Context: an optimization exercise on an open-source flow, tuned for small area, a short achievable clock period and few clock cycles per item. The choices shown serve that exercise and are no tape-out recipe.
At most, simulation tests tie the RTL to the original design; equivalence was not proved.
The RTL of runs 4 and 5 was laid out without a check of its function.
Power and IR drop assume default switching activity.

[flow/run.sh]
#!/bin/bash
# synth_recipe.tcl (not shown) runs the flow's synth.tcl, then flattens the netlist and writes it again
# the make line also repeats each setting of config.mk as NAME=value (left out here)
make -C /OpenROAD-flow-scripts/flow DESIGN_CONFIG=/design/flow/config.mk WORK_HOME=/design/flow/orfs CLKGATE_MAP_FILE= SYNTH_SCRIPT=/design/flow/synth_recipe.tcl finish
[flow/config.mk]
export PLATFORM = sky130hd
export DESIGN_NAME = bitmap_table_with_find_first_unit
export DESIGN_NICKNAME = bitmap_table_with_find_first_unit
export VERILOG_FILES = /design/flow/design.v
export SDC_FILE = /design/flow/constraint.sdc
export NUM_CORES = 4
export LEC_CHECK = 0
export CAP_MARGIN = 30
export CELL_PAD_IN_SITES_DETAIL_PLACEMENT = 1
export CELL_PAD_IN_SITES_GLOBAL_PLACEMENT = 2
export CORE_MARGIN = 2
export CORE_UTILIZATION = 40
export CTS_CLUSTER_DIAMETER = 60
export CTS_CLUSTER_SIZE = 24
export PLACE_DENSITY = 0.55
export SETUP_SLACK_MARGIN = 3.5
export SLEW_MARGIN = 30
[flow/constraint.sdc]
create_clock -name core_clock -period 7.0 [get_ports {clock}]
set_input_delay 1.4000 -clock core_clock [delete_from_list [all_inputs] [get_ports {clock}]]
set_output_delay 1.4000 -clock core_clock [all_outputs]
set_load 0.01 [all_outputs]
[flow/design.v]
`timescale 1ns / 1ps
package bmff_pkg;
   localparam int MAX_BITS   = 1024;
   localparam int WORD_BITS  = 32;
   localparam int WORD_COUNT = (MAX_BITS + WORD_BITS - 1) / WORD_BITS;
   localparam int WORD_AW    = $clog2(WORD_COUNT);
   localparam int OFF_W      = $clog2(WORD_BITS);
   localparam int POS_W      = 10;
   localparam int CNT_W      = 11;
   localparam int VAL_W      = 8;
   localparam int CODE_W     = 3;
   localparam int CSR_AW     = 3;
   localparam int CSR_DW     = 32;
   localparam logic [CNT_W-1:0]     BIT_COUNT_RESET = CNT_W'(MAX_BITS);
   localparam logic [WORD_BITS-1:0] TOP_BIT         = {1'b1, {(WORD_BITS-1){1'b0}}};
   localparam logic [WORD_BITS-1:0] ALL_ONES        = {WORD_BITS{1'b1}};
   localparam logic REG_BIT_COUNT = 1'b0;
   typedef enum logic [CODE_W-1:0] {
      REQ_READ  = 3'd0,
      REQ_WRITE = 3'd1,
      REQ_FILL  = 3'd2,
      REQ_TEST  = 3'd3,
      REQ_FIND  = 3'd4
   } req_code_type;
   typedef enum logic [2:0] {
      ST_IDLE,
      ST_DECODE,
      ST_READ,
      ST_WRITE,
      ST_FILL,
      ST_SCAN,
      ST_DONE
   } state_type;
   typedef struct packed {
      logic capture;
      logic mem_rd;
      logic idx_step;
      logic latch_bit;
      logic write_bit;
      logic fill_word;
      logic scan_eval;
      logic load_rsp;
   } ctrl_cmd_type;
   typedef struct packed {
      logic [CODE_W-1:0] req_code;
      logic              bad;
      logic              val_ok;
      logic              n_zero;
      logic              idx_last;
      logic              scan_stop;
      logic              rsp_pending;
   } dp_status_type;
endpackage
`timescale 1ns / 1ps
module bmff_csr (
   input  logic        clock,
   input  logic        reset,
   input  logic        csr_psel,
   input  logic        csr_penable,
   input  logic        csr_pwrite,
   input  logic [2:0]  csr_paddr,
   input  logic [31:0] csr_pwdata,
   output logic [31:0] csr_prdata,
   output logic        csr_pready,
   output logic [10:0] bit_count,
   output logic        n_full,      
   output logic        n_zero,      
   output logic [4:0]  last_w,      
   output logic [4:0]  last_b       
);
   logic [10:0] bit_count_ff;
   logic        n_full_ff, n_zero_ff;
   logic [4:0]  last_w_ff, last_b_ff;
   logic [10:0] wd;
   logic [9:0]  wd_m1;
   assign wd = csr_pwdata[10:0];
   logic borrow;
   always_comb begin
      borrow = 1'b1;
      for (int i = 0; i < 10; i++) begin
         wd_m1[i] = wd[i] ^ borrow;
         borrow   = borrow && !wd[i];
      end
   end
   always_ff @(posedge clock) begin
      if (reset) begin
         bit_count_ff <= 11'd1024;
         n_full_ff    <= 1'b1;
         n_zero_ff    <= 1'b0;
         last_w_ff    <= 5'd31;
         last_b_ff    <= 5'd31;
      end else if (csr_psel && csr_penable && csr_pwrite && !csr_paddr[2]) begin
         bit_count_ff <= wd;
         n_full_ff    <= wd[10];
         n_zero_ff    <= (wd == 11'd0);
         last_w_ff    <= wd[10] ? 5'd31 : wd_m1[9:5];
         last_b_ff    <= wd[10] ? 5'd31 : wd_m1[4:0];
      end
   end
   assign csr_pready = 1'b1;
   assign csr_prdata = csr_paddr[2] ? 32'd0 : {21'd0, bit_count_ff};
   assign bit_count  = bit_count_ff;
   assign n_full     = n_full_ff;
   assign n_zero     = n_zero_ff;
   assign last_w     = last_w_ff;
   assign last_b     = last_b_ff;
endmodule
`timescale 1ns / 1ps
`timescale 1ns / 1ps
`timescale 1ns / 1ps
module bitmap_table_with_find_first_unit (
   input  logic        clock,
   input  logic        reset,
   input  logic        req_valid,
   output logic        req_ready,
   input  logic [2:0]  req_type,
   input  logic [9:0]  req_position,
   input  logic [7:0]  req_value,
   output logic        rsp_valid,
   input  logic        rsp_ready,
   output logic        rsp_bit_value,
   output logic        rsp_found,
   output logic [9:0]  rsp_found_position,
   output logic        rsp_all_equal,
   output logic        rsp_bad_position,
   input  logic        csr_psel,
   input  logic        csr_penable,
   input  logic        csr_pwrite,
   input  logic [2:0]  csr_paddr,
   input  logic [31:0] csr_pwdata,
   output logic [31:0] csr_prdata,
   output logic        csr_pready
);
   function automatic logic [5:0] first32(input logic [31:0] x);
      logic [4:0]  c;
      logic [31:0] v;
      v = x;
      c = '0;
      if (v[15:0] == '0) begin c[4] = 1'b1; v = v >> 16; end
      if (v[7:0] == '0)  begin c[3] = 1'b1; v = v >> 8;  end
      if (v[3:0] == '0)  begin c[2] = 1'b1; v = v >> 4;  end
      if (v[1:0] == '0)  begin c[1] = 1'b1; v = v >> 2;  end
      if (!v[0])         begin c[0] = 1'b1;              end
      first32 = {|x, c};
   endfunction
   function automatic logic lt10(input logic [9:0] a, input logic [9:0] b);
      logic r;
      r = 1'b0;
      for (int i = 0; i < 10; i++) begin
         r = (!a[i] && b[i]) || ((a[i] == b[i]) && r);
      end
      lt10 = r;
   endfunction
   function automatic logic lt5(input logic [4:0] a, input logic [4:0] b);
      logic r;
      r = 1'b0;
      for (int i = 0; i < 5; i++) begin
         r = (!a[i] && b[i]) || ((a[i] == b[i]) && r);
      end
      lt5 = r;
   endfunction
   logic [10:0] bit_count;
   logic        n_full, n_zero;
   logic [4:0]  last_w, last_b;
   bmff_csr u_csr (
      .clock       (clock),
      .reset       (reset),
      .csr_psel    (csr_psel),
      .csr_penable (csr_penable),
      .csr_pwrite  (csr_pwrite),
      .csr_paddr   (csr_paddr),
      .csr_pwdata  (csr_pwdata),
      .csr_prdata  (csr_prdata),
      .csr_pready  (csr_pready),
      .bit_count   (bit_count),
      .n_full      (n_full),
      .n_zero      (n_zero),
      .last_w      (last_w),
      .last_b      (last_b)
   );
   logic [31:0] tail_mask;    
   logic [31:0] w_used;       
   always_comb begin
      for (int b = 0; b < 32; b++) begin
         tail_mask[b] = !lt5(last_b, 5'(b));
      end
      for (int w = 0; w < 32; w++) begin
         w_used[w] = !lt5(last_w, 5'(w));
      end
   end
   logic [2:0] occ;        
   logic       ready_ff;
   logic       acc, take;
   logic [2:0] occ_in;
   assign req_ready = ready_ff;
   assign acc       = req_valid && ready_ff;
   assign take      = rsp_valid && rsp_ready;
   assign occ_in    = occ + {2'd0, acc} - {2'd0, take};
   always_ff @(posedge clock) begin
      if (reset) begin
         occ      <= 3'd0;
         ready_ff <= 1'b1;
      end else begin
         occ      <= occ_in;
         ready_ff <= (occ_in != 3'd5);
      end
   end
   logic       s0_v, s0_vok, s0_v0, s0_tgt, s0_bad;
   logic [2:0] s0_type;
   logic [4:0] s0_sw, s0_sb;
   logic [31:0] s0_sw_oh;       
   logic       in_test, in_vok;
   assign in_test = (req_type == 3'd3);
   assign in_vok  = (req_value[7:1] == 7'd0);
   always_ff @(posedge clock) begin
      if (reset) begin
         s0_v <= 1'b0;
      end else begin
         s0_v <= acc;
      end
      s0_type <= req_type;
      s0_sw   <= in_test ? 5'd0 : req_position[9:5];
      s0_sb   <= in_test ? 5'd0 : req_position[4:0];
      for (int w = 0; w < 32; w++) begin
         s0_sw_oh[w] <= in_test ? (w == 0) : (req_position[9:5] == 5'(w));
      end
      s0_vok  <= in_vok;
      s0_v0   <= req_value[0];
      s0_tgt  <= (req_type == 3'd0) ? 1'b1 : (in_test ? !req_value[0] : req_value[0]);
      s0_bad  <= !n_full && !lt10(req_position, bit_count[9:0]);
   end
   logic [31:0] tbl [0:31];
   logic [31:0] w_any, w_all;    
   logic        is_read, is_write, is_fill, is_test, is_find;
   logic        vok, v0, bad, tgt;
   logic [4:0]  sw, sb;
   assign is_read  = (s0_type == 3'd0);
   assign is_write = (s0_type == 3'd1);
   assign is_fill  = (s0_type == 3'd2);
   assign is_test  = (s0_type == 3'd3);
   assign is_find  = (s0_type == 3'd4);
   assign vok      = s0_vok;
   assign v0       = s0_v0;
   assign bad      = s0_bad;
   assign tgt      = s0_tgt;
   assign sw       = s0_sw;
   assign sb       = s0_sb;
   logic [31:0] a_word, a_hit;
   logic        a_bit;
   always_comb begin
      a_word = '0;
      for (int w = 0; w < 32; w++) begin
         a_word = a_word | (tbl[w] & {32{s0_sw_oh[w]}});
      end
      a_bit  = a_word[sb];
      for (int b = 0; b < 32; b++) begin
         a_hit[b] = (a_word[b] == tgt) && !lt5(5'(b), sb) &&
                    ((sw != last_w) || tail_mask[b]);
      end
   end
   logic [31:0] w_cand, w_before, w_first_oh;
   logic        w_found;
   always_comb begin
      for (int w = 0; w < 32; w++) begin
         w_cand[w] = (tgt ? w_any[w] : !w_all[w]) && lt5(sw, 5'(w)) && w_used[w];
      end
      w_before = {w_cand[30:0], 1'b0};
      w_before = w_before | {w_before[30:0], 1'b0};
      w_before = w_before | {w_before[29:0], 2'b0};
      w_before = w_before | {w_before[27:0], 4'b0};
      w_before = w_before | {w_before[23:0], 8'b0};
      w_before = w_before | {w_before[15:0], 16'b0};
      w_first_oh = w_cand & ~w_before;
      w_found    = |w_cand;
   end
   logic clear;
   always_ff @(posedge clock) begin
      clear <= reset;
   end
   logic        wr_en, fill_en;
   logic [31:0] word_en, new_word, sb_oh;
   assign wr_en   = s0_v && is_write && !bad;
   assign fill_en = s0_v && is_fill && vok && !n_zero;
   always_comb begin
      for (int w = 0; w < 32; w++) begin
         word_en[w] = clear || (wr_en && s0_sw_oh[w]) || (fill_en && w_used[w]);
      end
      for (int b = 0; b < 32; b++) begin
         if (clear || !vok) begin
            new_word[b] = 1'b0;
         end else if (is_fill || sb_oh[b]) begin
            new_word[b] = v0;
         end else begin
            new_word[b] = a_word[b];
         end
      end
   end
   logic        new_any, new_all;
   always_comb begin
      for (int b = 0; b < 32; b++) begin
         sb_oh[b] = (sb == 5'(b));
      end
      if (clear || !vok) begin
         new_any = 1'b0;
         new_all = 1'b0;
      end else if (is_fill) begin
         new_any = v0;
         new_all = v0;
      end else begin
         new_any = v0 || |(a_word & ~sb_oh);
         new_all = v0 && &(a_word | sb_oh);
      end
   end
   always_ff @(posedge clock) begin
      for (int w = 0; w < 32; w++) begin
         if (word_en[w]) begin
            tbl[w]   <= new_word;
            w_any[w] <= new_any;
            w_all[w] <= new_all;
         end
      end
   end
   logic        s1_v, s1_read, s1_find, s1_test, s1_bad, s1_vok, s1_tgt, s1_bit, s1_bany;
   logic [4:0]  s1_sw;
   logic [31:0] s1_ahit, s1_bw_oh;
   always_ff @(posedge clock) begin
      if (reset) begin
         s1_v <= 1'b0;
      end else begin
         s1_v <= s0_v;
      end
      s1_read  <= is_read;
      s1_find  <= is_find;
      s1_test  <= is_test;
      s1_bad   <= bad && (is_read || is_write || is_find);
      s1_vok   <= vok;
      s1_tgt   <= tgt;
      s1_bit   <= a_bit;
      s1_sw    <= sw;
      s1_ahit  <= a_hit;
      s1_bany  <= w_found;
      s1_bw_oh <= w_first_oh;
   end
   logic [31:0] b_word, b_hit;
   logic [5:0]  a_first;
   logic [4:0]  s1_bw;
   logic        b_last;
   always_comb begin
      b_word = '0;
      for (int w = 0; w < 32; w++) begin
         b_word = b_word | (tbl[w] & {32{s1_bw_oh[w]}});
      end
      for (int b = 0; b < 32; b++) begin
         b_hit[b] = (b_word[b] == s1_tgt) && (!b_last || tail_mask[b]);
      end
      a_first = first32(s1_ahit);
      s1_bw   = '0;
      b_last  = 1'b0;
      for (int w = 0; w < 32; w++) begin
         s1_bw  = s1_bw | (5'(w) & {5{s1_bw_oh[w]}});
         b_last = b_last || (s1_bw_oh[w] && (last_w == 5'(w)));
      end
   end
   logic        s2_v, s2_read, s2_find, s2_test, s2_bad, s2_vok, s2_bit, s2_bany, s2_aany;
   logic [4:0]  s2_sw, s2_bw, s2_apos;
   logic [31:0] s2_bhit;
   always_ff @(posedge clock) begin
      if (reset) begin
         s2_v <= 1'b0;
      end else begin
         s2_v <= s1_v;
      end
      s2_read <= s1_read;
      s2_find <= s1_find;
      s2_test <= s1_test;
      s2_bad  <= s1_bad;
      s2_vok  <= s1_vok;
      s2_bit  <= s1_bit;
      s2_bany <= s1_bany;
      s2_aany <= a_first[5];
      s2_apos <= a_first[4:0];
      s2_sw   <= s1_sw;
      s2_bw   <= s1_bw;
      s2_bhit <= b_hit;
   end
   logic [5:0] b_first;
   logic       f_any;
   logic [9:0] f_pos;
   always_comb begin
      b_first = first32(s2_bhit);
      f_any   = s2_aany || (s2_bany && b_first[5]);
      f_pos   = s2_aany ? {s2_sw, s2_apos} : {s2_bw, b_first[4:0]};
   end
   logic       r_bit, r_found, r_all;
   logic [9:0] r_pos;
   assign r_bit   = s2_read && !s2_bad && s2_bit;
   assign r_found = s2_find && !s2_bad && s2_vok && f_any;
   assign r_pos   = r_found ? f_pos : 10'd0;
   assign r_all   = s2_test && (n_zero || (s2_vok && !f_any));
   logic [13:0] q_data [0:4];
   logic [13:0] r_data;
   logic [2:0]  q_cnt;
   logic [2:0]  q_cnt_in;
   logic        rsp_valid_ff;
   assign r_data   = {r_bit, r_found, r_pos, r_all, s2_bad};
   assign q_cnt_in = q_cnt + {2'd0, s2_v} - {2'd0, take};
   always_ff @(posedge clock) begin
      if (reset) begin
         q_cnt        <= 3'd0;
         rsp_valid_ff <= 1'b0;
      end else begin
         q_cnt        <= q_cnt_in;
         rsp_valid_ff <= (q_cnt_in != 3'd0);
      end
      for (int i = 0; i < 5; i++) begin
         if (take) begin
            if (s2_v && (q_cnt == 3'(i + 1))) begin
               q_data[i] <= r_data;
            end else if (i < 4) begin
               q_data[i] <= q_data[i < 4 ? i + 1 : i];
            end
         end else if (s2_v && (q_cnt == 3'(i))) begin
            q_data[i] <= r_data;
         end
      end
   end
   assign rsp_valid          = rsp_valid_ff;
   assign rsp_bit_value      = q_data[0][13];
   assign rsp_found          = q_data[0][12];
   assign rsp_found_position = q_data[0][11:2];
   assign rsp_all_equal      = q_data[0][1];
   assign rsp_bad_position   = q_data[0][0];
endmodule
==> results of run 1 <==
-- sequential cells by signal, indices dropped and copies added, names as in the netlist, 3 cells and up --
name                flops
s2_bw                   5
s0_sw_oh               32
s0_sw                   5
u_csr.last_w_ff         5
q_data                 70
s2_bhit                32
s1_bw_oh               31
s2_sw                   5
u_csr.last_b_ff         5
q_cnt                   3
s1_ahit                32
s2_apos                 5
w_all                  31
w_any                  31
s0_type                 3
occ                     3
s1_sw                   5
tbl                  1024
u_csr.bit_count_ff     11
s0_sb                   5
-- worst max-delay path: stages (launching register included) --
cell and delay [ns]:
dfxtp_2 0.45, buf_6 0.26, a22o_1 0.28, a221oi_1 0.21, nand3_1 0.13, or4_4 0.61, buf_12 0.17, mux2_2 0.25
a32o_1 0.27, nand4_1 0.21, a211oi_4 0.11, buf_12 0.21
-- cell usage in the layout, fill, tap and decap left out, types with 107 or more instances in the layout --
master | netlist | final
edfxtp_1 | 1114 | 1114
a22oi_1 | 649 | 645
nand2_1 | 273 | 265
nor2_1 | 234 | 223
buf_4 | 25 | 204
dfxtp_1 | 256 | 188
a21oi_1 | 184 | 179
a221oi_1 | 170 | 169
nand4_1 | 164 | 164
a22o_1 | 159 | 159
clkbuf_16 | 0 | 141
nand3_1 | 121 | 120
o21ai_0 | 118 | 107
-- layer usage --
layer,track usage (%),up-vias
met3,10.7,1076
met5,0.130,-
met2,61.9,4161
li1,-,18601
met4,23.4,14
met1,56.1,25334
-- power by group --
group          internal [mW]  leakage (nW)  switching, mW  total (mW)
Clock                   4.06          2.22           3.59        7.65
Sequential              9.38          13.6          0.428        9.81
Combinational          0.759          8.02           1.71        2.47
Total                   14.2          23.9           5.73        19.9
-- area by class of cell --
cell class | count | area [sq um] | share of cell area (%)
repair buffers | 348 | 3290 | 4.82
inverters | 42 | 159 | 0.232
flip-flops and latches | 1370 | 38700 | 56.7
diodes | 7 | 17.5 | 0.0256
clock inverters | 85 | 891 | 1.30
clock buffers | 162 | 3660 | 5.35
multi-input cells | 2754 | 19200 | 28.1
well taps | 1917 | 2400 | 3.51
-- worst paths after layout --
path          startpoint         to  cells after the start
max          s0_sw_oh[0]  w_all[19]                     11
min              s1_read    s2_read                      0
max reg2reg  s0_sw_oh[0]  w_all[19]                     11
min reg2reg      s1_read    s2_read                      0
-- cells by family after synthesis --
group	after synthesis
fa+ha+maj	23
xor+xnor	74
simple gates	1073
compound gates	1529
flops	1370
other cells	2
mux	32
buf+inv	421
-- per-stage QoR --
step	area (sq um)	cells	util, %	setup WS (ns)	total power, mW
finish	68400	6685	47.0	3.44	19.9
global route	68300	6678	47.0	3.46	20.4
CTS	68000	6658	46.8	3.50	19.9
detailed placement	62800	6382	43.2	2.47	12.3
global placement	62500	6370	43.0	2.22	12.3
floorplan	58500	4544	-	2.59	11.1
-- timing repair --
| action | CTS | global route |
|---|---|---|
| endpoints found under the setup margin | 346 | 142 |
| setup buffers | 28 | 20 |
| gates resized for setup | 114 | 37 |
| cloned | 1 | 0 |
| pin swaps | 9 | 9 |
==> flow_metrics.py, run 1 <==
metrics = {
    "outcome": {
        "status": "timing/DRC/antenna clean",
    },
    "synthesis": {
        "synth_area_sq_um": 58400,
        "synth_top_family_by_area": "compound AO/OA/AOI/OAI gates",
        "muxShareOfSynthArea_pct": 0.576,
        "synth_compound_area_share_pct": 19.5,
        "syn_area_per_cell_sq_um": 12.9,
        "synth-seq-area-share_pct": 66.0,
        "yosysTopAreaCell": "edfxtp_1",
        "yosysUniqueCellTypes": 91,
        "ys_ff_latch": 1370,
        "synthTopCellsByArea": "edfxtp_1, dfxtp_1, a22oi_1",
        "yosys_warnings": 4,
        "synth-adder-area-share_pct": 0.518,
        "ys.flop_type": "edfxtp_1",
        "synthArstFlopShare_pct": 0,
        "synthTopCellsByCount": "edfxtp_1, a22oi_1, nand2_1",
        "synth_xor_xnor_area_share_pct": 1.11,
        "synth_most_common_cell": "edfxtp_1",
        "synthSimpleGateAreaFrac_pct": 9.22,
        "syn-instance-count": 4524,
        "yosysTopAreaCellShare_pct": 57.2,
        "synth_edf_count": 1114,
    },
    "power": {
        "p_leak_nw": 23.9,
        "powerDensity_nw_per_um2": 291,
        "vdd_drop_max_v": 0.000243,
    },
    "setup_path": {
        "end_kind": "register",
        "arrival_ns": 4.05,
        "cp_data_required_time_ns": 7.49,
        "path_class": "reg -> reg",
        "start_kind": "register",
        "rrSetupSlack_ns": 3.44,
        "cp_max_fo": 31,
    },
    "place": {
        "dp_hpwl_um": 192000,
        "port_buffers": 66,
        "routabilityCongestion": 1.03,
    },
    "drt": {
        "via_count": 49186,
        "wl_met1_um": 121000,
        "drt_iter0_markers": 8710,
        "wirelength_um": 318000,
        "ant_nets": 0,
        "viasPerCell": 7.36,
        "drc": 0,
        "routed.top_layer": "met5",
        "avgRoutedWirePerCell_um": 47.5,
        "dr_wl_met2_um": 135000,
        "wl_met3_um": 39600,
        "first_pass_iters": 6,
    },
    "sta": {
        "worst_pin_slew_ns": 1.05,
        "period_share_pct": 50.9,
        "relSlewSlack_pct": 29.8,
        "max_freq_mhz": 281,
        "rsz0062_at_grt": "true",
        "fin_skew_ns": 0.0437,
        "setup_viol_count_final": 0,
        "fin_tns_setup_ns": 0,
        "worst_hold_slack_ns": 0.325,
        "post-route-min-period_ns": 3.56,
        "finalHoldViolCount": 0,
        "report.final.slew_viol_count": 0,
    },
    "floorplan": {
        "core_sq_um": 145000,
        "rows": 140,
        "start_util_pct": 40.2,
        "die_w_um": 386,
        "die_area_sq_um": 149000,
        "die_h_um": 386,
        "ios": 112,
    },
    "clocking": {
        "htreeDepth": 4,
        "clk_pin_slew_ns": 0.07,
        "cts_tree": "yes",
        "cts_buffers": 134,
        "cts_buffer_depth": 3,
        "cts_root_buf": "clkbuf_16",
        "hold_buffers": 0,
        "clk_latency_ns": 0.81,
        "clkSinkCount": 1370,
    },
    "global_route": {
        "grt_pass1_wl_um": 421000,
        "antenna_found_initial": 12,
        "gr-total-overflow": 0,
        "grt_pass1_vias": 46989,
        "grt_usage_pct": 41.9,
        "grt_max_degree": 60,
    },
    "finish": {
        "drive_above_1_share_pct": 15.8,
        "nFillCells": 14484,
        "area_delta_synth_final_pct": 17.0,
        "fin_nets": 4736,
    },
    "hold_path": {
        "hold_class": "reg -> reg",
    },
    "job": {
        "max-cap-violations": 0,
    },
}
Testbench counts, summed over its fixed seeds: cycles 6,432, requests 6,400.
==> run 2, diff against run 1 <==
--- a/flow/config.mk
+++ b/flow/config.mk
@@ -9,9 +9,9 @@
 export CELL_PAD_IN_SITES_DETAIL_PLACEMENT = 1
 export CELL_PAD_IN_SITES_GLOBAL_PLACEMENT = 2
 export CORE_MARGIN = 2
-export CORE_UTILIZATION = 40
+export CORE_UTILIZATION = 50
 export CTS_CLUSTER_DIAMETER = 60
 export CTS_CLUSTER_SIZE = 24
-export PLACE_DENSITY = 0.55
-export SETUP_SLACK_MARGIN = 3.5
+export PLACE_DENSITY = 0.72
+export SETUP_SLACK_MARGIN = 3.75
 export SLEW_MARGIN = 30
==> flow_metrics.py, run 2 <==
metrics = {
    "global_route": {
        "grt_pass1_vias": 48976,
        "gr-total-overflow": 0,
        "grt_max_degree": 60,
        "grt_pass1_wl_um": 409000,
        "grt_usage_pct": 49.7,
        "antenna_found_initial": 18,
    },
    "hold_path": {
        "holdPathEnd": "s2_bany",
        "worstHoldStart": "s1_bany",
        "hold_class": "reg -> reg",
        "hold_depth": 0,
    },
    "setup_path": {
        "rrSetupSlack_ns": 3.44,
        "arrival_ns": 4.06,
        "end_kind": "register",
        "r2r_end": "w_any[23]",
        "r2r_cells": 11,
        "path_class": "reg -> reg",
        "start_kind": "register",
        "r2r_start": "s0_sw_oh[23]",
        "cp_data_required_time_ns": 7.50,
        "cp_max_fo": 16,
    },
    "synthesis": {
        "synthArstFlopShare_pct": 0,
        "synth-seq-area-share_pct": 66.0,
        "ys.flop_type": "edfxtp_1",
        "synth_most_common_cell": "edfxtp_1",
        "synth_edf_count": 1114,
        "yosysUniqueCellTypes": 91,
        "yosysTopAreaCell": "edfxtp_1",
        "ys_ff_latch": 1370,
        "syn-instance-count": 4524,
        "yosysTopAreaCellShare_pct": 57.2,
        "synth_area_sq_um": 58400,
        "synthTopCellsByCount": "edfxtp_1, a22oi_1, nand2_1",
        "syn_area_per_cell_sq_um": 12.9,
        "yosys_warnings": 4,
        "synthTopCellsByArea": "edfxtp_1, dfxtp_1, a22oi_1",
    },
    "sta": {
        "fin_skew_ns": 0.0575,
        "max_freq_mhz": 281,
        "rsz0062_at_grt": "true",
        "finalHoldViolCount": 0,
        "fin_tns_setup_ns": 0,
        "period_share_pct": 50.9,
        "setup_viol_count_final": 0,
        "report.final.slew_viol_count": 0,
        "worst_hold_slack_ns": 0.329,
        "worst_pin_slew_ns": 1.18,
        "relSlewSlack_pct": 21.2,
        "post-route-min-period_ns": 3.56,
    },
    "finish": {
        "drive_above_1_share_pct": 18.7,
        "fin_nets": 4816,
        "largest_register": "tbl",
        "utilization_pct": 59.5,
        "reg_top3": "tbl x1024, q_data x70",
        "layout_commonest_cell": "edfxtp_1",
        "stdcell_area_sq_um": 69100,
        "final_cell_mix": "edfxtp_1, a22oi_1, nand2_1",
        "area_delta_synth_final_pct": 18.2,
        "largest_reg_flops": 1024,
    },
    "drt": {
        "drc": 0,
        "avgRoutedWirePerCell_um": 48.0,
        "viasPerCell": 8.10,
        "via_count": 51572,
        "drt_iter0_markers": 10223,
        "ant_nets": 0,
        "first_pass_iters": 10,
        "wirelength_um": 306000,
    },
    "floorplan": {
        "start_util_pct": 50.4,
        "core_sq_um": 116000,
        "ios": 112,
        "die_h_um": 346,
        "die_w_um": 346,
        "die_area_sq_um": 120000,
        "rows": 125,
    },
    "clocking": {
        "clk_latency_ns": 0.79,
        "clk_pin_slew_ns": 0.07,
        "cts_root_buf": "clkbuf_16",
        "hold_buffers": 0,
        "cts_buffers": 117,
        "cts_buffer_depth": 3,
        "htreeDepth": 3,
        "clkSinkCount": 1370,
        "cts_tree": "yes",
    },
    "place": {
        "port_buffers": 66,
        "dp_hpwl_um": 181000,
        "routabilityCongestion": 1.08,
        "postPlaceCellArea_sq_um": 62300,
    },
    "outcome": {
        "status": "timing/DRC/antenna clean",
    },
    "power": {
        "powerDensity_nw_per_um2": 283,
        "p_leak_nw": 24.4,
        "vdd_drop_max_v": 0.000292,
    },
    "job": {
        "max-cap-violations": 0,
    },
}
## run 2: area by class of cell
class                           instances  area (sq um)
Antenna cell                           11          27.5
Clock buffer                          127          3040
Clock inverter                         96          1090
Fill cell                           10994         47000
Inverter                               42           175
Multi-Input combinational cell       2756         19500
Sequential cell                      1370         38700
Tap cell                             1524          1910
Timing Repair Buffer                  443          4580
## run 2: cell families after synthesis
| kind of cell | share of synthesized area, % |
|---|---|
| xor+xnor | 1.11 |
| simple gates | 9.22 |
| flops | 66.0 |
| compound gates | 19.5 |
| mux | 0.576 |
| fa+ha+maj | 0.518 |
| other cells | 0.0129 |
| buf+inv | 3.04 |
## run 2: power by group
group | total (mW) | switching [mW] | internal [mW]
Sequential | 9.78 | 0.404 | 9.38
Clock | 7.10 | 3.62 | 3.48
Combinational | 2.66 | 1.83 | 0.822
## run 2: metrics by stage
step                setup WS, ns  instances  power, mW
global placement            2.50       5963       12.2
finish                      3.44       6369       19.5
global route                3.46       6358       19.9
CTS                         3.48       6316       19.3
floorplan                   3.63       4544       11.1
detailed placement          2.51       5986       12.3
## run 2: how the worst max path moves through the flow
stage	from	end	slack [ns]	cells past startpoint
after global routing	s0_sw_oh[23]	w_any[23]	3.46	11
after detailed placement	rsp_ready	occ[2]	2.51	11
after CTS	s0_sw_oh[17]	w_any[28]	3.48	11
after floorplan	s0_type[1]	tbl[0][22]	3.63	4
final	s0_sw_oh[23]	w_any[23]	3.44	11
after global placement	rsp_ready	rsp_valid_ff	2.50	11
## run 2: routing by layer
layer | wire (um) | GRT usage, % | vias to the layer above
met1 | 103000 | 62.3 | 25414
met4 | 27900 | 35.0 | 7
met2 | 122000 | 68.7 | 5684
li1 | - | - | 18795
met5 | 87 | 0 | -
met3 | 53000 | 21.9 | 1672
## run 2: what timing repair did
item                                    CTS  global route
pin swaps                                31            17
resized for setup                       248            71
buffers inserted                         99            39
cloned                                    8             2
endpoints found under the setup margin  779           216
## run 2: worst max-delay path, stage by stage (launching register included)
cell	delay, ns
dfxtp_2	0.34
buf_4	0.31
a22oi_1	0.28
nand4_1	0.20
nor3_4	0.34
nand2_1	0.25
a2111oi_4	0.43
nand4_1	0.20
o31ai_4	0.30
a21oi_4	0.20
buf_4	0.26
buf_12	0.13
==> run 3, diff against run 2 <==
--- a/flow/config.mk
+++ b/flow/config.mk
@@ -9,9 +9,9 @@
 export CELL_PAD_IN_SITES_DETAIL_PLACEMENT = 1
 export CELL_PAD_IN_SITES_GLOBAL_PLACEMENT = 2
 export CORE_MARGIN = 2
-export CORE_UTILIZATION = 50
-export CTS_CLUSTER_DIAMETER = 60
-export CTS_CLUSTER_SIZE = 24
-export PLACE_DENSITY = 0.72
+export CORE_UTILIZATION = 40
+export CTS_CLUSTER_DIAMETER = 80
+export CTS_CLUSTER_SIZE = 30
+export PLACE_DENSITY = 0.55
 export SETUP_SLACK_MARGIN = 3.75
 export SLEW_MARGIN = 30
==> flow_metrics.py, run 3 <==
metrics = {
    "outcome": {
        "status": "timing/DRC/antenna clean",
    },
    "clocking": {
        "htreeDepth": 3,
        "cts_tree": "yes",
        "clk_latency_ns": 0.78,
        "clkSinkCount": 1370,
        "cts_root_buf": "clkbuf_16",
        "cts_buffer_depth": 3,
        "cts_buffers": 85,
        "clk_pin_slew_ns": 0.10,
    },
    "finish": {
        "utilization_pct": 46.9,
        "drive_above_1_share_pct": 16.4,
        "largest_reg_flops": 1024,
        "nFillCells": 14540,
        "fin_nets": 4750,
        "ff_latch_area_sq_um": 38700,
        "final_cell_mix": "edfxtp_1, a22oi_1, nand2_1",
        "stdcell_count": 6657,
        "largest_register": "tbl",
        "layout_commonest_cell": "edfxtp_1",
        "area_delta_synth_final_pct": 16.7,
        "reg_top3": "tbl x1024, q_data x70",
        "stdcell_area_sq_um": 68200,
        "multi_input_area_sq_um": 19300,
    },
    "setup_path": {
        "start_kind": "register",
        "end_kind": "register",
        "cp_slowest_cell": "nor4_2",
        "path_class": "reg -> reg",
        "r2r_cells": 11,
        "arrival_ns": 3.97,
        "crit_path_max_incr_delay_ns": 0.48,
        "cp_max_fo": 31,
        "cp_cell_sequence": "buf_4 -> buf_12 -> a22oi_1 -> nand4_1 -> nor2_1 -> a21oi_1 -> nor4_2 -> nand4_1 -> o31ai_2 -> a21oi_2 -> buf_12",
        "cp_data_required_time_ns": 7.45,
    },
    "synthesis": {
        "syn-instance-count": 4524,
        "ys_ff_latch": 1370,
        "synth_edf_count": 1114,
        "yosysUniqueCellTypes": 91,
        "ys.flop_type": "edfxtp_1",
        "yosysTopAreaCell": "edfxtp_1",
        "synthArstFlopShare_pct": 0,
        "synth-seq-area-share_pct": 66.0,
        "yosys_warnings": 4,
        "yosysTopAreaCellShare_pct": 57.2,
        "synthTopCellsByCount": "edfxtp_1, a22oi_1, nand2_1",
        "synth_most_common_cell": "edfxtp_1",
        "syn_area_per_cell_sq_um": 12.9,
        "synthTopCellsByArea": "edfxtp_1, dfxtp_1, a22oi_1",
        "synth_area_sq_um": 58400,
    },
    "hold_path": {
        "hold_class": "reg -> reg",
        "hold_depth": 0,
    },
    "job": {
        "max-cap-violations": 0,
    },
    "sta": {
        "worst_pin_slew_ns": 1.17,
        "relSlewSlack_pct": 22.2,
        "rsz0062_at_grt": "true",
        "setup_ws_ns": 3.48,
        "post-route-min-period_ns": 3.52,
        "fin_tns_setup_ns": 0,
        "report.final.slew_viol_count": 0,
        "max_freq_mhz": 284,
        "fin_skew_ns": 0.0457,
        "setup_viol_count_final": 0,
        "worst_hold_slack_ns": 0.336,
        "period_share_pct": 50.3,
        "finalHoldViolCount": 0,
    },
    "place": {
        "postPlaceCellArea_sq_um": 62600,
        "port_buffers": 66,
        "routabilityCongestion": 1.01,
        "dp_hpwl_um": 186000,
        "place_inst": 6366,
        "place_ws_ns": 2.48,
    },
    "global_route": {
        "grt_pass1_wl_um": 424000,
        "grt_max_degree": 63,
        "grt_usage_pct": 42.4,
        "gr-total-overflow": 0,
        "antenna_found_initial": 6,
        "grt_pass1_vias": 46512,
    },
    "drt": {
        "via_count": 49434,
        "wirelength_um": 324000,
        "avgRoutedWirePerCell_um": 48.6,
        "ant_nets": 0,
        "viasPerCell": 7.43,
        "drc": 0,
        "drt_iter0_markers": 8973,
        "first_pass_iters": 8,
    },
    "floorplan": {
        "core_sq_um": 145000,
        "rows": 140,
        "die_h_um": 386,
        "start_util_pct": 40.2,
        "ios": 112,
        "die_area_sq_um": 149000,
        "die_w_um": 386,
    },
    "power": {
        "p_leak_nw": 23.7,
        "vdd_drop_max_v": 0.000204,
        "total_power_mw": 18.5,
        "powerDensity_nw_per_um2": 272,
    },
}
## run 3: cell types whose count changed in the layout (fill, tap and decap cells not counted), moves of 6 or more
cell | before | now
nor3_2 | 25 | 14
diode_2 | 11 | 4
clkinv_8 | 16 | 10
buf_4 | 246 | 222
buf_8 | 12 | 22
inv_16 | 1 | 10
nor3_1 | 48 | 64
inv_6 | 23 | 9
inv_8 | 22 | 6
clkbuf_16 | 122 | 93
buf_6 | 61 | 39
## run 3: kinds of logic (layout without fill, tap and decap cells)
family,Yosys count,in the layout,synth area share (%)
AOI/OAI and AO/OA,1529,1531,19.5
xor gates and xnor gates,74,74,1.11
adders and majority gates,23,23,0.518
buffers and inverters,421,609,3.04
DFF,1370,1370,66.0
muxes,32,32,0.576
other,2,26,0.0129
and+or+nand+nor,1073,1075,9.22
## run 3: layout make-up
cell class              instances  area share (%)
clock inverters                69            1.51
clock buffers                  90            3.27
multi-input cells            2757            28.2
flip-flops and latches       1370            56.8
diodes                          4          0.0147
repair buffers                408            6.36
well taps                    1917            3.52
inverters                      42           0.250
## run 3: routing by layer
metal | GRT usage [%] | vias up | wire length (um)
li1 | - | 18571 | -
met1 | 55.9 | 25431 | 121000
met2 | 61.9 | 4325 | 136000
met3 | 12.5 | 1097 | 44100
met4 | 24.4 | 10 | 22700
met5 | 0 | - | 71
## run 3: where the power goes
part	leakage, nW	switching (mW)	total (mW)	internal [mW]
registers	13.6	0.416	9.79	9.37
logic	8.51	1.76	2.54	0.783
clock network	1.57	3.51	6.22	2.71
total	23.7	5.68	18.5	12.9
## run 3: final timing paths
kind	start	end	slack, ns
worst max-delay path	s0_sw_oh[3]	w_any[1]	3.48
worst min-delay path	s1_read	s2_read	0.34
worst max register to register	s0_sw_oh[3]	w_any[1]	3.48
worst min register to register	s1_read	s2_read	0.34
## run 3: what timing repair did
action                     4_1_cts  5_1_grt
setup endpoints to repair     1048      343
gates cloned                     8        4
resized for setup              251       39
pin swaps                       18       16
hold buffers                     0        0
setup buffers                   91       25
## run 3: critical path, delay by kind of cell (launching register included)
family,cells,cell delay [ns]
compound gates,4,0.93
buf+inv,3,0.62
flops,1,0.44
simple gates,4,1.14
==> run 4, diff against run 3 <==
--- a/flow/design.v
+++ b/flow/design.v
@@ -245,89 +245,106 @@
    assign tgt      = s0_tgt;
    assign sw       = s0_sw;
    assign sb       = s0_sb;
-   logic [31:0] a_word, a_hit;
-   logic        a_bit;
+   logic        s1_v, s1_read, s1_find, s1_test, s1_bad, s1_vok, s1_tgt, s1_bit, s1_bany;
+   logic [4:0]  s1_sw;
+   logic [31:0] s1_ahit, s1_bw_oh;
+   logic        clear;
+   logic [31:0] s1_wen;       
+   logic [31:0] s1_word;      
+   logic        s1_fill, s1_v0;
+   logic [4:0]  s1_sb;
+   logic [31:0] s1_sb_oh, new_word;
+   logic        new_any, new_all;
    always_comb begin
-      a_word = '0;
-      for (int w = 0; w < 32; w++) begin
-         a_word = a_word | (tbl[w] & {32{s0_sw_oh[w]}});
-      end
-      a_bit  = a_word[sb];
       for (int b = 0; b < 32; b++) begin
-         a_hit[b] = (a_word[b] == tgt) && !lt5(5'(b), sb) &&
-                    ((sw != last_w) || tail_mask[b]);
-      end
-   end
-   logic [31:0] w_cand, w_before, w_first_oh;
-   logic        w_found;
-   always_comb begin
-      for (int w = 0; w < 32; w++) begin
-         w_cand[w] = (tgt ? w_any[w] : !w_all[w]) && lt5(sw, 5'(w)) && w_used[w];
-      end
-      w_before = {w_cand[30:0], 1'b0};
-      w_before = w_before | {w_before[30:0], 1'b0};
-      w_before = w_before | {w_before[29:0], 2'b0};
-      w_before = w_before | {w_before[27:0], 4'b0};
-      w_before = w_before | {w_before[23:0], 8'b0};
-      w_before = w_before | {w_before[15:0], 16'b0};
-      w_first_oh = w_cand & ~w_before;
-      w_found    = |w_cand;
-   end
-   logic clear;
-   always_ff @(posedge clock) begin
-      clear <= reset;
-   end
-   logic        wr_en, fill_en;
-   logic [31:0] word_en, new_word, sb_oh;
-   assign wr_en   = s0_v && is_write && !bad;
-   assign fill_en = s0_v && is_fill && vok && !n_zero;
-   always_comb begin
-      for (int w = 0; w < 32; w++) begin
-         word_en[w] = clear || (wr_en && s0_sw_oh[w]) || (fill_en && w_used[w]);
+         s1_sb_oh[b] = (s1_sb == 5'(b));
       end
       for (int b = 0; b < 32; b++) begin
-         if (clear || !vok) begin
+         if (clear || !s1_vok) begin
             new_word[b] = 1'b0;
-         end else if (is_fill || sb_oh[b]) begin
-            new_word[b] = v0;
+         end else if (s1_fill || s1_sb_oh[b]) begin
+            new_word[b] = s1_v0;
          end else begin
-            new_word[b] = a_word[b];
+            new_word[b] = s1_word[b];
          end
       end
-   end
-   logic        new_any, new_all;
-   always_comb begin
-      for (int b = 0; b < 32; b++) begin
-         sb_oh[b] = (sb == 5'(b));
-      end
-      if (clear || !vok) begin
+      if (clear || !s1_vok) begin
          new_any = 1'b0;
          new_all = 1'b0;
-      end else if (is_fill) begin
-         new_any = v0;
-         new_all = v0;
+      end else if (s1_fill) begin
+         new_any = s1_v0;
+         new_all = s1_v0;
       end else begin
-         new_any = v0 || |(a_word & ~sb_oh);
-         new_all = v0 && &(a_word | sb_oh);
+         new_any = s1_v0 || |(s1_word & ~s1_sb_oh);
+         new_all = s1_v0 && &(s1_word | s1_sb_oh);
       end
    end
    always_ff @(posedge clock) begin
+      clear <= reset;
       for (int w = 0; w < 32; w++) begin
-         if (word_en[w]) begin
+         if (clear || s1_wen[w]) begin
             tbl[w]   <= new_word;
             w_any[w] <= new_any;
             w_all[w] <= new_all;
          end
       end
    end
-   logic        s1_v, s1_read, s1_find, s1_test, s1_bad, s1_vok, s1_tgt, s1_bit, s1_bany;
-   logic [4:0]  s1_sw;
-   logic [31:0] s1_ahit, s1_bw_oh;
+   logic [31:0] a_tbl, a_word, a_hit;
+   logic        a_fwd, a_bit;
+   always_comb begin
+      a_tbl = '0;
+      for (int w = 0; w < 32; w++) begin
+         a_tbl = a_tbl | (tbl[w] & {32{s0_sw_oh[w]}});
+      end
+      a_fwd  = |(s0_sw_oh & s1_wen);
+      a_word = a_fwd ? new_word : a_tbl;
+      a_bit  = a_word[sb];
+      for (int b = 0; b < 32; b++) begin
+         a_hit[b] = (a_word[b] == tgt) && !lt5(5'(b), sb) &&
+                    ((sw != last_w) || tail_mask[b]);
+      end
+   end
+   logic [31:0] w_base, w_range, w_cx, w_cy, w_bx, w_by, w_first_oh;
+   logic        w_late, w_found;
+   always_comb begin
+      for (int w = 0; w < 32; w++) begin
+         w_base[w]  = tgt ? w_any[w] : !w_all[w];
+         w_range[w] = lt5(sw, 5'(w)) && w_used[w];
+      end
+      w_cx = (w_base | s1_wen) & w_range;
+      w_cy = w_base & ~s1_wen & w_range;
+      w_bx = {w_cx[30:0], 1'b0};
+      w_bx = w_bx | {w_bx[30:0], 1'b0};
+      w_bx = w_bx | {w_bx[29:0], 2'b0};
+      w_bx = w_bx | {w_bx[27:0], 4'b0};
+      w_bx = w_bx | {w_bx[23:0], 8'b0};
+      w_bx = w_bx | {w_bx[15:0], 16'b0};
+      w_by = {w_cy[30:0], 1'b0};
+      w_by = w_by | {w_by[30:0], 1'b0};
+      w_by = w_by | {w_by[29:0], 2'b0};
+      w_by = w_by | {w_by[27:0], 4'b0};
+      w_by = w_by | {w_by[23:0], 8'b0};
+      w_by = w_by | {w_by[15:0], 16'b0};
+      w_late     = tgt ? new_any : !new_all;
+      w_first_oh = w_late ? (w_cx & ~w_bx) : (w_cy & ~w_by);
+      w_found    = w_late ? |w_cx : |w_cy;
+   end
+   logic        wr_en, fill_en;
+   logic [31:0] word_en;
+   assign wr_en   = s0_v && is_write && !bad;
+   assign fill_en = s0_v && is_fill && vok && !n_zero;
+   always_comb begin
+      for (int w = 0; w < 32; w++) begin
+         word_en[w] = (wr_en && s0_sw_oh[w]) || (fill_en && w_used[w]);
+      end
+   end
    always_ff @(posedge clock) begin
       if (reset) begin
-         s1_v <= 1'b0;
+         s1_v   <= 1'b0;
+         s1_wen <= '0;
       end else begin
-         s1_v <= s0_v;
+         s1_v   <= s0_v;
+         s1_wen <= word_en;
       end
       s1_read  <= is_read;
       s1_find  <= is_find;
@@ -340,6 +357,10 @@
       s1_ahit  <= a_hit;
       s1_bany  <= w_found;
       s1_bw_oh <= w_first_oh;
+      s1_word  <= a_word;
+      s1_fill  <= is_fill;
+      s1_v0    <= v0;
+      s1_sb    <= sb;
    end
    logic [31:0] b_word, b_hit;
    logic [5:0]  a_first;
--- a/flow/config.mk
+++ b/flow/config.mk
@@ -9,9 +9,9 @@
 export CELL_PAD_IN_SITES_DETAIL_PLACEMENT = 1
 export CELL_PAD_IN_SITES_GLOBAL_PLACEMENT = 2
 export CORE_MARGIN = 2
-export CORE_UTILIZATION = 40
+export CORE_UTILIZATION = 45
 export CTS_CLUSTER_DIAMETER = 80
 export CTS_CLUSTER_SIZE = 30
-export PLACE_DENSITY = 0.55
-export SETUP_SLACK_MARGIN = 3.75
+export PLACE_DENSITY = 0.65
+export SETUP_SLACK_MARGIN = 4.0
 export SLEW_MARGIN = 30
==> flow_metrics.py, run 4 <==
metrics = {
    "outcome": {
        "status": "timing/DRC/antenna clean",
    },
    "synthesis": {
        "ys.flop_type": "edfxtp_1",
        "synth_area_sq_um": 61800,
        "yosysTopAreaCellShare_pct": 54.2,
        "ys_ff_latch": 1441,
        "yosysUniqueCellTypes": 95,
        "synthTopCellsByCount": "edfxtp_1, a22oi_1, clkbuf_1, dfxtp_1, a221oi_1",
        "yosysTopAreaCell": "edfxtp_1",
        "yosys_warnings": 4,
        "synthArstFlopShare_pct": 0,
        "synth_most_common_cell": "edfxtp_1",
        "synth_edf_count": 1114,
        "synth-seq-area-share_pct": 64.8,
        "syn_area_per_cell_sq_um": 12.7,
        "syn-instance-count": 4852,
        "synthTopCellsByArea": "edfxtp_1, dfxtp_1, a22oi_1",
    },
    "setup_path": {
        "path_class": "reg -> reg",
        "r2r_cells": 11,
        "cp_slowest_cell": "o31ai_1",
        "arrival_ns": 4.01,
        "cp_data_required_time_ns": 7.66,
        "cp_num_buf_inv": 1,
        "critPathTopFamily": "simple AND/OR/NAND/NOR gates",
        "end_kind": "register",
        "r2r_start": "u_csr.last_w_ff[1]",
        "cp_cell_sequence": "buf_12 -> o31ai_1 -> a221o_1 -> or2_1 -> nand4b_1 -> and4bb_2 -> nand4_1 -> nor2_2 -> nand3b_1 -> or3_1 -> a221oi_2",
        "crit_path_max_incr_delay_ns": 0.40,
        "rrSetupSlack_ns": 3.65,
        "r2r_end": "s1_bw_oh[31]",
        "cp_max_fo": 32,
        "start_kind": "register",
    },
    "finish": {
        "area_delta_synth_final_pct": 16.6,
        "largest_register": "tbl",
        "largest_reg_flops": 1024,
        "nFillCells": 13439,
        "layout_commonest_cell": "edfxtp_1",
        "reg_top3": "tbl x1024, q_data x70",
        "fin_nets": 5070,
        "drive_above_1_share_pct": 19.6,
        "stdcell_count": 6831,
        "final_cell_mix": "edfxtp_1, a22oi_1, a22o_1",
    },
    "hold_path": {
        "hold_depth": 0,
        "hold_class": "reg -> reg",
        "holdPathEnd": "s2_sw[1]",
        "worstHoldStart": "s1_sw[1]",
    },
    "clocking": {
        "hold_buffers": 0,
        "clk_latency_ns": 0.78,
        "htreeDepth": 3,
        "cts_tree": "yes",
        "cts_buffers": 77,
        "clk_pin_slew_ns": 0.12,
        "cts_root_buf": "clkbuf_16",
        "cts_buffer_depth": 3,
        "clkSinkCount": 1441,
    },
    "sta": {
        "fin_skew_ns": 0.0752,
        "setup_viol_count_final": 0,
        "relSlewSlack_pct": 23.3,
        "worst_pin_slew_ns": 1.15,
        "period_share_pct": 47.9,
        "post-route-min-period_ns": 3.35,
        "rsz0062_at_grt": "true",
        "finalHoldViolCount": 0,
        "max_freq_mhz": 299,
        "report.final.slew_viol_count": 0,
        "fin_tns_setup_ns": 0,
    },
    "drt": {
        "via_count": 52520,
        "drc": 0,
        "first_pass_iters": 7,
        "ant_nets": 0,
        "viasPerCell": 7.69,
        "avgRoutedWirePerCell_um": 47.9,
        "drt_iter0_markers": 10446,
        "wirelength_um": 327000,
    },
    "job": {
        "max-cap-violations": 0,
    },
    "global_route": {
        "antenna_found_initial": 21,
        "grt_max_degree": 66,
        "grt_pass1_wl_um": 427000,
        "grt_usage_pct": 44.4,
        "grt_pass1_vias": 49920,
        "gr-total-overflow": 0,
    },
    "power": {
        "pwr-share-seq_pct": 55.1,
        "p_int_mw": 13.2,
        "powerDensity_nw_per_um2": 261,
        "clock_power_share_pct": 30.2,
        "vdd_drop_max_v": 0.000295,
        "power.switching_mw": 5.66,
        "p_leak_nw": 25.3,
        "comb_power_share_pct": 14.8,
        "netSwitchingFraction_pct": 30.1,
    },
    "place": {
        "dp_hpwl_um": 186000,
        "routabilityCongestion": 0.912,
        "place_inst": 6523,
        "port_buffers": 66,
    },
    "floorplan": {
        "rows": 135,
        "ios": 112,
        "core_sq_um": 136000,
        "die_w_um": 374,
        "start_util_pct": 45.5,
        "die_h_um": 374,
        "die_area_sq_um": 140000,
    },
}
[run 4: cell types whose count changed after synthesis, sizes merged, moves of 39 or more]
| cell | change |
|---|---|
| a21oi | +39 |
| a221oi | +108 |
| a22o | +112 |
| a22oi | -194 |
| buf | -64 |
| clkbuf | +106 |
| dfxtp | +71 |
| inv | +73 |
| nand2 | -63 |
[run 4: logic make-up (layout without fill, tap and decap cells)]
family,count (synthesis),in the layout,share of synthesized area [%]
AOI/OAI and AO/OA,1619,1623,19.6
xor gates and xnor gates,73,73,1.04
adders and majority gates,24,24,0.511
buffers and inverters,532,693,3.44
DFF,1441,1441,64.8
muxes,80,80,1.51
other,2,31,0.0122
and+or+nand+nor,1081,1085,9.14
[run 4: worst max path at each step]
stage                        from                  to  depth (start not counted)
3_5_place_dp             s1_sb[4]        s1_bw_oh[31]                         12
6_report       u_csr.last_w_ff[1]        s1_bw_oh[31]                         11
3_3_place_gp         csr_paddr[2]       csr_prdata[6]                          3
2_1_floorplan       csr_pwdata[1]  u_csr.last_w_ff[4]                         12
4_1_cts                  s1_sb[1]        s1_bw_oh[31]                         13
5_1_grt                     clear        s1_bw_oh[30]                         16
[run 4: per-stage QoR]
stage | util, % | setup WS, ns | instance area (sq um) | hold WS [ns] | power [mW]
2_1_floorplan | - | 3.85 | 62200 | 0.310 | 11.6
3_3_place_gp | 48.0 | 2.27 | 65200 | 0.311 | 12.8
3_5_place_dp | 48.3 | 2.41 | 65500 | 0.313 | 12.9
4_1_cts | 51.6 | 3.59 | 70100 | 0.339 | 18.5
5_1_grt | 53.0 | 3.60 | 72000 | 0.342 | 19.2
6_report | 53.0 | 3.65 | 72000 | 0.336 | 18.8
[run 4: timing repair]
| action | in CTS | in global routing |
|---|---|---|
| pin swaps | 47 | 65 |
| cloned | 10 | 16 |
| gates resized for setup | 341 | 245 |
| hold endpoints to repair | 0 | 0 |
| buffers inserted | 63 | 73 |
| endpoints found under the setup margin | 252 | 151 |
[run 4: power groups by stage]
stage | logic (mW) | registers, mW | clock network [mW]
after floorplan | 1.36 | 10.2 | 0
after global routing | 2.87 | 10.4 | 5.92
after CTS | 2.52 | 10.3 | 5.66
final | 2.78 | 10.4 | 5.68
after detailed placement | 2.39 | 10.5 | 0
after global placement | 2.34 | 10.5 | 0
[run 4: area by class of cell]
type	count	area (sq um)	area share (%)
Antenna cell	9	22.5	0.0313
Clock buffer	84	2000	2.77
Clock inverter	53	732	1.02
Inverter	111	463	0.643
Multi-Input combinational cell	2907	21700	30.1
Sequential cell	1441	40200	55.8
Tap cell	1781	2230	3.10
Timing Repair Buffer	445	4700	6.53
[run 4: layer usage]
metal	GRT usage, %	vias to the layer above	wire (um)
li1	-	19700	-
met1	56.8	26629	115000
met2	63.9	4844	134000
met3	16.9	1329	52100
met4	26.0	18	24400
met5	1.72	-	648
==> run 5, diff against run 4 <==
--- a/flow/config.mk
+++ b/flow/config.mk
@@ -13,5 +13,5 @@
 export CTS_CLUSTER_DIAMETER = 80
 export CTS_CLUSTER_SIZE = 30
 export PLACE_DENSITY = 0.65
-export SETUP_SLACK_MARGIN = 4.0
+export SETUP_SLACK_MARGIN = 3.5
 export SLEW_MARGIN = 30
==> flow_metrics.py, run 5 <==
metrics = {
    "outcome": {
        "status": "timing/DRC/antenna clean",
    },
    "clocking": {
        "clk_latency_ns": 0.77,
        "cts_root_buf": "clkbuf_16",
        "clk_pin_slew_ns": 0.10,
        "cts_tree": "yes",
        "htreeDepth": 3,
        "cts_buffers": 77,
        "cts_buffer_depth": 3,
        "hold_buffers": 0,
        "clkSinkCount": 1441,
    },
    "sta": {
        "rsz0062_at_grt": "true",
        "fin_tns_setup_ns": 0,
        "worst_pin_slew_ns": 1.18,
        "finalHoldViolCount": 0,
        "report.final.slew_viol_count": 0,
        "setup_viol_count_final": 0,
        "fin_skew_ns": 0.0604,
        "relSlewSlack_pct": 21.4,
        "period_share_pct": 51.1,
        "max_freq_mhz": 279,
        "post-route-min-period_ns": 3.58,
    },
    "floorplan": {
        "die_w_um": 374,
        "die_h_um": 374,
        "start_util_pct": 45.5,
        "rows": 135,
        "die_area_sq_um": 140000,
        "core_sq_um": 136000,
        "ios": 112,
    },
    "setup_path": {
        "cp_max_fo": 21,
        "end_kind": "register",
        "cp_slowest_cell": "dfxtp_2",
        "crit_path_max_incr_delay_ns": 0.85,
        "path_class": "reg -> reg",
        "start_kind": "register",
        "critPathTopFamily": "buffers and inverters",
        "cp_num_buf_inv": 2,
        "cp_data_required_time_ns": 7.69,
        "arrival_ns": 4.27,
        "cp_cell_sequence": "buf_4 -> a221oi_1 -> nand4_1 -> nor3_2 -> nand2_2 -> o21ai_0 -> buf_4 -> mux4_2 -> nor2b_1 -> a31oi_1 -> mux4_2",
    },
    "synthesis": {
        "synthTopCellsByCount": "edfxtp_1, a22oi_1, clkbuf_1, dfxtp_1, a221oi_1",
        "synthArstFlopShare_pct": 0,
        "ys_ff_latch": 1441,
        "yosysUniqueCellTypes": 95,
        "yosys_warnings": 4,
        "synth_area_sq_um": 61800,
        "synth_edf_count": 1114,
        "synth-seq-area-share_pct": 64.8,
        "yosysTopAreaCell": "edfxtp_1",
        "yosysTopAreaCellShare_pct": 54.2,
        "syn_area_per_cell_sq_um": 12.7,
        "ys.flop_type": "edfxtp_1",
        "syn-instance-count": 4852,
        "synth_most_common_cell": "edfxtp_1",
        "synthTopCellsByArea": "edfxtp_1, dfxtp_1, a22oi_1",
    },
    "finish": {
        "layout_commonest_cell": "edfxtp_1",
        "fin_nets": 4946,
        "stdcell_area_sq_um": 69200,
        "largest_register": "tbl",
        "stdcell_count": 6706,
        "reg_top3": "tbl x1024, q_data x70",
        "area_delta_synth_final_pct": 12.1,
        "largest_reg_flops": 1024,
        "final_cell_mix": "edfxtp_1, a22oi_1, a221oi_1",
        "drive_above_1_share_pct": 14.1,
        "nFillCells": 13505,
    },
    "power": {
        "powerDensity_nw_per_um2": 270,
        "vdd_drop_max_v": 0.000289,
        "p_leak_nw": 24.3,
    },
    "drt": {
        "avgRoutedWirePerCell_um": 46.3,
        "wirelength_um": 310000,
        "drt_iter0_markers": 10165,
        "ant_nets": 0,
        "first_pass_iters": 9,
        "drc": 0,
        "via_count": 51525,
        "viasPerCell": 7.68,
    },
    "global_route": {
        "grt_pass1_vias": 48550,
        "gr-total-overflow": 0,
        "antenna_found_initial": 11,
        "grt_max_degree": 66,
        "grt_usage_pct": 43.0,
        "grt_pass1_wl_um": 416000,
    },
    "place": {
        "port_buffers": 66,
        "routabilityCongestion": 0.949,
        "dp_hpwl_um": 183000,
        "place_inst": 6510,
        "postPlaceCellArea_sq_um": 65100,
    },
    "hold_path": {
        "hold_class": "reg -> reg",
    },
    "job": {
        "max-cap-violations": 0,
    },
}
## run 5: cell types whose count changed in the layout (fill, tap and decap cells not counted), sizes merged, moves of 2 or more
| cell | delta |
|---|---|
| buf | -125 |
| clkdlybuf4s50 | +19 |
| clkinv | +6 |
| clkinvlp | -5 |
| diode | -5 |
| clkbuf | -4 |
| dlymetal6s2s | -4 |
| dlygate4sd2 | -3 |
| a31o | -2 |
| inv | +2 |
| nand2 | -2 |
## run 5: stage by stage
| stage | hold WS, ns | setup slack [ns] | utilization (%) | total power, mW |
|---|---|---|---|---|
| 5_1_grt | 0.341 | 3.45 | 51.0 | 19.1 |
| 2_1_floorplan | 0.310 | 3.54 | - | 11.6 |
| 6_report | 0.335 | 3.42 | 51.0 | 18.7 |
| 4_1_cts | 0.338 | 3.46 | 50.4 | 18.5 |
| 3_5_place_dp | 0.315 | 2.45 | 48.0 | 12.9 |
| 3_3_place_gp | 0.310 | 2.13 | 47.8 | 12.8 |
## run 5: cell families after synthesis
family | count (synthesis) | synth area share, %
adder cells (fa/ha/maj) | 24 | 0.511
AO/OA/AOI/OAI | 1619 | 19.6
multiplexers | 80 | 1.51
XOR/XNOR | 73 | 1.04
AND/OR/NAND/NOR | 1081 | 9.14
buffers and inverters | 532 | 3.44
flip-flops | 1441 | 64.8
other | 2 | 0.0122
## run 5: power breakdown
part / switching [mW] / internal, mW / total (mW)
clock network: 3.29 / 2.49 / 5.78
registers: 0.499 / 9.82 / 10.3
logic: 1.74 / 0.824 / 2.57
total: 5.53 / 13.1 / 18.7
## run 5: cell type report
class | instances | area, sq um | area share, %
antenna | 4 | 10.0 | 0.0145
clock buffer | 84 | 2050 | 2.96
clock inverter | 57 | 793 | 1.15
inverter | 111 | 419 | 0.605
multi-input combinational | 2900 | 20400 | 29.5
sequential | 1441 | 40200 | 58.0
tap | 1781 | 2230 | 3.22
timing repair buffer | 328 | 3160 | 4.57
## run 5: worst reg2reg max path: cells and delay by family (launching register included)
family	cells	cell delay [ns]
buffers and inverters	2	0.91
and+or+nand+nor	4	0.53
AOI/OAI and AO/OA	3	0.50
muxes	2	0.73
DFF	1	0.85
## run 5: per-layer routing
metal	share of wire (%)	track usage, %	wire length [um]	up-vias
met2	41	61.3	128000	4651
li1	-	-	-	19409
met4	7.1	23.1	22100	8
met3	15	13.7	45800	1263
met5	0.016	0	51	-
met1	37	58.3	115000	26194
## run 5: final timing paths
kind	slack, ns	end	startpoint	cells after the start
worst max register to register	3.42	s1_bit	s0_sw_oh[17]	11
worst min-delay path	0.34	s2_read	s1_read	0
worst min register to register	0.34	s2_read	s1_read	0
worst max-delay path	3.42	s1_bit	s0_sw_oh[17]	11
## run 5: timing repair
item / 4_1_cts / 5_1_grt
buffers inserted: 12 / 28
gates resized for setup: 116 / 92
gates cloned: 3 / 5
pin swaps: 10 / 25
endpoints found under the setup margin: 100 / 73

-- re-timing with driven ports --
How much do the figures lean on ideal ports? The routed layouts below were timed once more, with nothing changed but the port constraints. Step 1 assumes that a clkbuf_16 drives the clock port and a buf_2 every other input. Step 2 adds t to the input delays and takes it off the output delays; t is the mean of the earliest and latest rising clock arrival at the registers after step 1. Input paths then give back, and output paths get back, about the clock's delay inside the block. Three values: no drivers, after step 1, after step 2; two values: the first two.
run | t, ns | setup slack, ns | worst setup path at the end | slew at the worst register clock pin (ns) | cell pins on the clock port's net
run 1 | 0.867 | 3.438 / 3.438 / 2.907 | input to register | 0.09 / 0.09 | 1
run 2 | 0.849 | 3.439 / 3.439 / 3.043 | input to register | 0.09 / 0.09 | 1
run 3 | 0.829 | 3.481 / 3.481 / 3.110 | input to register | 0.12 / 0.12 | 1
run 4 | 0.821 | 3.650 / 3.650 / 3.304 | input to register | 0.12 / 0.12 | 1
run 5 | 0.819 | 3.422 / 3.422 / 2.970 | input to register | 0.12 / 0.12 | 1
After both steps every run listed still meets setup and hold. The setup slack of run 1, which loses most, moves by 0.000 ns with the drivers and by -0.531 ns with both steps.
